From an optimization exercise on the open Yosys and OpenROAD flow, aimed at small area, a short achievable clock period and few clock cycles; shortcuts taken in it are not production practice. At most, simulation tests tie the RTL to the original design; equivalence was not proved. Power figures rest on the tool's default switching activity, not on a simulated workload.

## run 1
==> flow/design.v (excerpt) <==
module battle_engine (
    input  logic                          clk_25MHz,
    input  logic                          rst,
    input  logic                          start,
    input  logic                          frame_valid,
    output logic                          frame_ready,
    input  logic                          spawn_valid,
    output logic                          spawn_ready,
    input  logic                          spawn_enemy,
    input  logic [battle_pkg::type_w-1:0] spawn_type,
    output logic [battle_pkg::hp_w-1:0]   tower_hp_enemy,
    output logic [battle_pkg::hp_w-1:0]   tower_hp_army,
    output logic [battle_pkg::slot_w:0]   enemy_count,
    output logic [battle_pkg::slot_w:0]   army_count,
    output logic [battle_pkg::x_w-1:0]    enemy_front_x,
    output logic [battle_pkg::x_w-1:0]    army_front_x,
    output logic                          game_win,
    output logic                          game_lose
);
    logic                           frame_go;
    logic                           spawn_go_e;
    logic                           spawn_go_a;
    logic                           has_free_e;
    logic                           has_free_a;
    logic                           alive_e;
    logic                           alive_a;
    logic [battle_pkg::dmg_w-1:0]   dmg_unit_e;
    logic [battle_pkg::dmg_w-1:0]   dmg_tower_e;
    logic [battle_pkg::dmg_w-1:0]   dmg_unit_a;
    logic [battle_pkg::dmg_w-1:0]   dmg_tower_a;
    unit_squad #(.side_enemy(1'b1)) u_enemy (
        .clk_25MHz(clk_25MHz), .rst(rst), .start(start),
        .spawn_go(spawn_go_e), .spawn_type(spawn_type), .frame_go(frame_go),
        .opp_alive(alive_a), .opp_front_x(army_front_x), .dmg_in(dmg_unit_a),
        .has_free(has_free_e), .any_alive(alive_e), .alive_count(enemy_count),
        .front_x(enemy_front_x), .dmg_unit(dmg_unit_e), .dmg_tower(dmg_tower_e)
    );
    unit_squad #(.side_enemy(1'b0)) u_army (
        .clk_25MHz(clk_25MHz), .rst(rst), .start(start),
  ...
Settings: LEC_CHECK=0, ABC_AREA=1, CAP_MARGIN=20, CORE_MARGIN=2, CORE_UTILIZATION=40, CTS_BUF_LIST=sky130_fd_sc_hd__clkbuf_16, CTS_CLUSTER_DIAMETER=100, CTS_CLUSTER_SIZE=24, SETUP_SLACK_MARGIN=5, SLEW_MARGIN=20; clock period 18.0 ns.
standard.sh (not shown) runs the stock make flow with config.mk's settings and CLKGATE_MAP_FILE= SYNTH_SCRIPT=/design/flow/synth_recipe.tcl, a recipe that flattens the netlist after the stock synthesis.
==> flow/flow/run.sh <==
#!/bin/bash
set -euo pipefail
R=orfs/results/$FLOW_PLATFORM/battle_engine/base
L=orfs/logs/$FLOW_PLATFORM/battle_engine/base
LIB=$FLOW_HOME/platforms/$FLOW_PLATFORM/lib/sky130_fd_sc_hd__tt_025C_1v80.lib
YOSYS=$(command -v yosys || echo "$FLOW_HOME/../tools/install/yosys/bin/yosys")

bash standard.sh synth > standard_synth.log 2>&1

cp $R/1_2_yosys.v $R/1_2_yosys_standard.v
DU=$(grep -o -- "-dont_use [^ ]*" $L/1_2_yosys.log | sort -u | tr '\n' ' ')
KEEP=$(grep -o "sky130_fd_sc_hd__[a-z0-9_]*" $R/1_2_yosys_standard.v | sort -u \
       | grep -E "__(df|edf|sdf|dl|conb)" | tr '\n' ' ')
sed -e "s#@LIB@#$LIB#g" -e "s#@DU@#$DU#" -e "s#@KEEP@#$KEEP#" \
    -e "s#@IN@#$R/1_2_yosys_standard.v#" -e "s#@OUT@#$R/1_2_yosys.v#" \
    flow/remap.ys > remap_run.ys
"$YOSYS" -s remap_run.ys > remap.log 2>&1
rm -f $R/1_synth.odb $R/1_synth.sdc

bash standard.sh SETUP_SLACK_MARGIN=10.6 \
    'BUFFER_PORTS_ARGS=-buffer_cell sky130_fd_sc_hd__buf_2' \
    'PLACE_PINS_ARGS=-group_pins {spawn_enemy spawn_ready}' \
    finish > standard_make.log 2>&1
==> flow/flow/remap.ys <==
# Re-map the combinational logic of the standard synthesis netlist with an
# area-oriented ABC script. Registers (and tie cells) are kept as they are:
# same instances, names and cell types.
read_liberty -ignore_miss_func @LIB@
read_verilog @IN@
hierarchy -top battle_engine
blackbox @KEEP@
flatten
opt_clean -purge
abc -liberty @LIB@ @DU@ -script +strash;dc2;dch;map,-B,0.5;topo;
splitnets
opt_clean -purge
hilomap -singleton -hicell sky130_fd_sc_hd__conb_1 HI -locell sky130_fd_sc_hd__conb_1 LO
insbuf -buf sky130_fd_sc_hd__buf_4 A X
opt_clean -purge
tee -o remap_stat.txt stat -liberty @LIB@
write_verilog -noattr -noexpr -nohex -nodec @OUT@
Testbench counts of run 1, summed over its fixed seeds: cycles 24,292.
Relative to run 1, the following input files were edited for run 2:
Settings: CTS_BUF_LIST now sky130_fd_sc_hd__clkbuf_8, was sky130_fd_sc_hd__clkbuf_16; CTS_CLUSTER_DIAMETER no longer set, was 100; CTS_CLUSTER_SIZE no longer set, was 24.
==> flow/flow/run.sh <==
#!/bin/bash
set -euo pipefail
bash standard.sh SETUP_SLACK_MARGIN=9.8 \
    'BUFFER_PORTS_ARGS=-buffer_cell sky130_fd_sc_hd__buf_2' \
    finish > standard_make.log 2>&1
removed: flow/flow/remap.ys
## What came out
Run 2 vs run 1: area of the core up in run 2
| count of vias placed by the detailed router | run 2 vs run 1 | 4.2% higher |
Of run 1 and run 2, the run reporting the higher floorplan row count was run 2.
Compared to run 1, run 2 was floorplanned on a bigger die.
Run 2 against run 1: number of clock buffers inserted by TritonCTS has increased, synthesis-to-finish area growth dropped 0.52 points, clock tree cell share of total cell area +0.75 points.
Side by side, setup slack turned out lower in run 2 than in run 1.
Fraction of power consumed by sequential logic: run 2 vs run 1 down 6.8 points
### run 2 -> run 3
==> flow/flow/run.sh <==
#!/bin/bash
set -euo pipefail
R=orfs/results/$FLOW_PLATFORM/battle_engine/base
L=orfs/logs/$FLOW_PLATFORM/battle_engine/base
LIB=$FLOW_HOME/platforms/$FLOW_PLATFORM/lib/sky130_fd_sc_hd__tt_025C_1v80.lib
YOSYS=$(command -v yosys || echo "$FLOW_HOME/../tools/install/yosys/bin/yosys")

bash standard.sh synth > standard_synth.log 2>&1

cp $R/1_2_yosys.v $R/1_2_yosys_standard.v
DU=$(grep -o -- "-dont_use [^ ]*" $L/1_2_yosys.log | sort -u | tr '\n' ' ')
KEEP=$(grep -o "sky130_fd_sc_hd__[a-z0-9_]*" $R/1_2_yosys_standard.v | sort -u \
       | grep -E "__(df|edf|sdf|dl|conb)" | tr '\n' ' ')
sed -e "s#@LIB@#$LIB#g" -e "s#@DU@#$DU#" -e "s#@KEEP@#$KEEP#" \
    -e "s#@IN@#$R/1_2_yosys_standard.v#" -e "s#@OUT@#$R/1_2_yosys.v#" \
    flow/remap.ys > remap_run.ys
"$YOSYS" -s remap_run.ys > remap.log 2>&1
rm -f $R/1_synth.odb $R/1_synth.sdc

bash standard.sh SETUP_SLACK_MARGIN=9.8 \
    'BUFFER_PORTS_ARGS=-buffer_cell sky130_fd_sc_hd__buf_2' \
    'PLACE_PINS_ARGS=-group_pins {spawn_enemy spawn_ready}' \
    finish > standard_make.log 2>&1
==> flow/flow/remap.ys (new file) <==
# Re-map the combinational logic of the standard synthesis netlist with an
# area-oriented ABC script. Registers (and tie cells) are kept as they are:
# same instances, names and cell types.
read_liberty -ignore_miss_func @LIB@
read_verilog @IN@
hierarchy -top battle_engine
blackbox @KEEP@
flatten
opt_clean -purge
abc -liberty @LIB@ @DU@ -script +strash;dc2;dch;map,-B,0.5;topo;
splitnets
opt_clean -purge
hilomap -singleton -hicell sky130_fd_sc_hd__conb_1 HI -locell sky130_fd_sc_hd__conb_1 LO
insbuf -buf sky130_fd_sc_hd__buf_4 A X
opt_clean -purge
tee -o remap_stat.txt stat -liberty @LIB@
write_verilog -noattr -noexpr -nohex -nodec @OUT@
Findings:
In run 3 the utilization turned out 0.52 points lower than in run 2.
Compared with run 2, run 3 has less setup slack.
Status: clock latency of the later-clocked register in the worst-skew pair parity (run 2, run 3)
Run 3 gives less non-filler instance count after layout than run 2 did.
Run 3 vs run 2, effective utilization at floorplan went down by 0.25 points.
Run 3 ran to completion and came out clean on the timing, design-rule and antenna checks.
Relative to run 2, the global-route usage of run 3 is higher by 5.1 points.
Relative to run 3, the following input files were edited for run 4:
--- a/flow/flow/run.sh
+++ b/flow/flow/run.sh
@@ -19,3 +19,3 @@
 
-bash standard.sh SETUP_SLACK_MARGIN=9.8 \
+bash standard.sh SETUP_SLACK_MARGIN=10.3 \
     'BUFFER_PORTS_ARGS=-buffer_cell sky130_fd_sc_hd__buf_2' \
==> run notes <==
- Per the final summary, run 4 finished and its layout is clean on timing, DRC and antenna.
- Cmp run 4 vs run 3: cell-internal power higher in run 4
- Comparing post-route total power for run 3 and run 4, the bigger number came from run 4.
- Relative to run 3, the headroom to the max-slew limit of run 4 is lower by 4.2 points.
- Diff run 3 -> run 4: number of clock buffer instances in the layout has increased; count of placed standard cells including taps about even.
- Sort run 3 and run 4 by final routed wire length divided by cell count asc -> top: run 3

========
battle_engine, a different RTL version from the one above (not shown whole).
Size in the first run: ~7500 cells after synthesis, about 64 I/O pins.
clock: 18.0 ns
lec_check: 0
cap_margin: 20
core_margin: 2
core_utilization: 40
setup_slack_margin: 5
slew_margin: 20
run.sh (not shown) runs the stock make flow with config.mk's settings and CLKGATE_MAP_FILE= SYNTH_SCRIPT=/design/flow/synth_recipe.tcl, a recipe that flattens the netlist after the stock synthesis.
Stock flow here: none of the scripts above is used.
The baseline finished clean.
Edit:
- CORE_UTILIZATION: 40 -> 60
- PLACE_DENSITY: not set -> 0.7
- SETUP_SLACK_MARGIN: 5 -> not set
Effect: Routed wire length drops by a few percent; critical path depth climbs by 11; cell area drops slightly; via count climbs by a few percent; worst setup slack is worse by 0.65 ns; utilization climbs by 21 points; power stays flat; area after synthesis stays the same; die area drops by a quarter to a third; combinational power climbs slightly; final cell count drops by a little under a tenth.
No functional check of the RTL was part of any run of this note.

========
## P
battle_engine, a different RTL version from the one above (not shown whole).
For scale: roughly 64 I/O pins.
==> flow/config.mk <==
export PLATFORM = sky130hd
export DESIGN_NAME = battle_engine
export DESIGN_NICKNAME = battle_engine
export VERILOG_FILES = /design/flow/design.v
export SDC_FILE = /design/flow/constraint.sdc
export NUM_CORES = 4
export LEC_CHECK = 0
export ABC_AREA = 1
export CAP_MARGIN = 20
export CORE_MARGIN = 2
export CORE_UTILIZATION = 40
export CTS_BUF_LIST = sky130_fd_sc_hd__clkbuf_8
export SETUP_SLACK_MARGIN = 5
export SLEW_MARGIN = 20
==> flow/constraint.sdc <==
create_clock -name core_clock -period 18.0 [get_ports {clk_25MHz}]
set_input_delay 3.6000 -clock core_clock [delete_from_list [all_inputs] [get_ports {clk_25MHz}]]
set_output_delay 3.6000 -clock core_clock [all_outputs]
set_load 0.01 [all_outputs]
standard.sh (not shown) runs the stock make flow with config.mk's settings and CLKGATE_MAP_FILE= SYNTH_SCRIPT=/design/flow/synth_recipe.tcl, a recipe that flattens the netlist after the stock synthesis.
==> flow/flow/run.sh <==
#!/bin/bash
set -euo pipefail
bash standard.sh SETUP_SLACK_MARGIN=9.5 finish > standard_make.log 2>&1
P went all the way through the flow, and no timing, DRC or antenna check failed.
Testbench counts of P, summed over its fixed seeds: cycles 24,292.
### P -> Q
diff --git a/flow/config.mk b/flow/config.mk
--- a/flow/config.mk
+++ b/flow/config.mk
@@ -11,3 +11,2 @@
 export CORE_UTILIZATION = 40
-export CTS_BUF_LIST = sky130_fd_sc_hd__clkbuf_8
 export SETUP_SLACK_MARGIN = 5
[summary]
Between Q and P, it is Q whose number of gates given a new drive strength after cts is lower, by 1. Going from P to Q, global-route track usage on met1 level; power increased 40 uW; share of the clock period used by the worst path flat.

## separate check: timing with driven ports
The results above use ideal ports. As a check the final layouts listed here were re-extracted and re-timed, cells and wires unchanged. Step 1 assumes that a clkbuf_16 drives the clock port and a buf_2 every other input. Step 2 also shifts input and output timing later by t, the mid clock arrival at the registers, as if the neighbouring blocks saw the same clock. a / b / c = ideal ports / drivers / drivers and shift; a / b = the first two.
| run | t (ns) | setup WS [ns] | latest minus earliest clock arrival (ns) | worst data-port slew with drivers (ns) |
|---|---|---|---|---|
| run 1 | 0.719 | 10.330 / 10.282 / 10.276 | 0.063 / 0.062 | 0.06 |
| run 2 | 0.890 | 9.815 / 9.789 / 9.789 | 0.041 / 0.042 | 0.04 |
| run 3 | 0.897 | 9.803 / 9.803 / 9.803 | 0.049 / 0.049 | 0.03 |
| run 4 | 0.936 | 10.325 / 10.294 / 10.077 | 0.091 / 0.091 | 0.04 |
| the first run of note 2 | 0.758 | 5.564 / 5.564 / 5.564 | 0.065 / 0.066 | 0.05 |
| the second run of note 2 | 0.780 | 4.918 / 4.918 / 4.918 | 0.057 / 0.057 | 0.03 |
| P | 0.912 | 9.669 / 9.632 / 9.632 | 0.093 / 0.093 | 0.09 |
| Q | 0.791 | 9.650 / 9.612 / 9.612 | 0.069 / 0.069 | 0.09 |
After both steps every run listed still meets setup and hold. For run 4, which loses most, drivers alone change the setup slack by -0.031 ns; drivers and shift together by -0.248 ns.
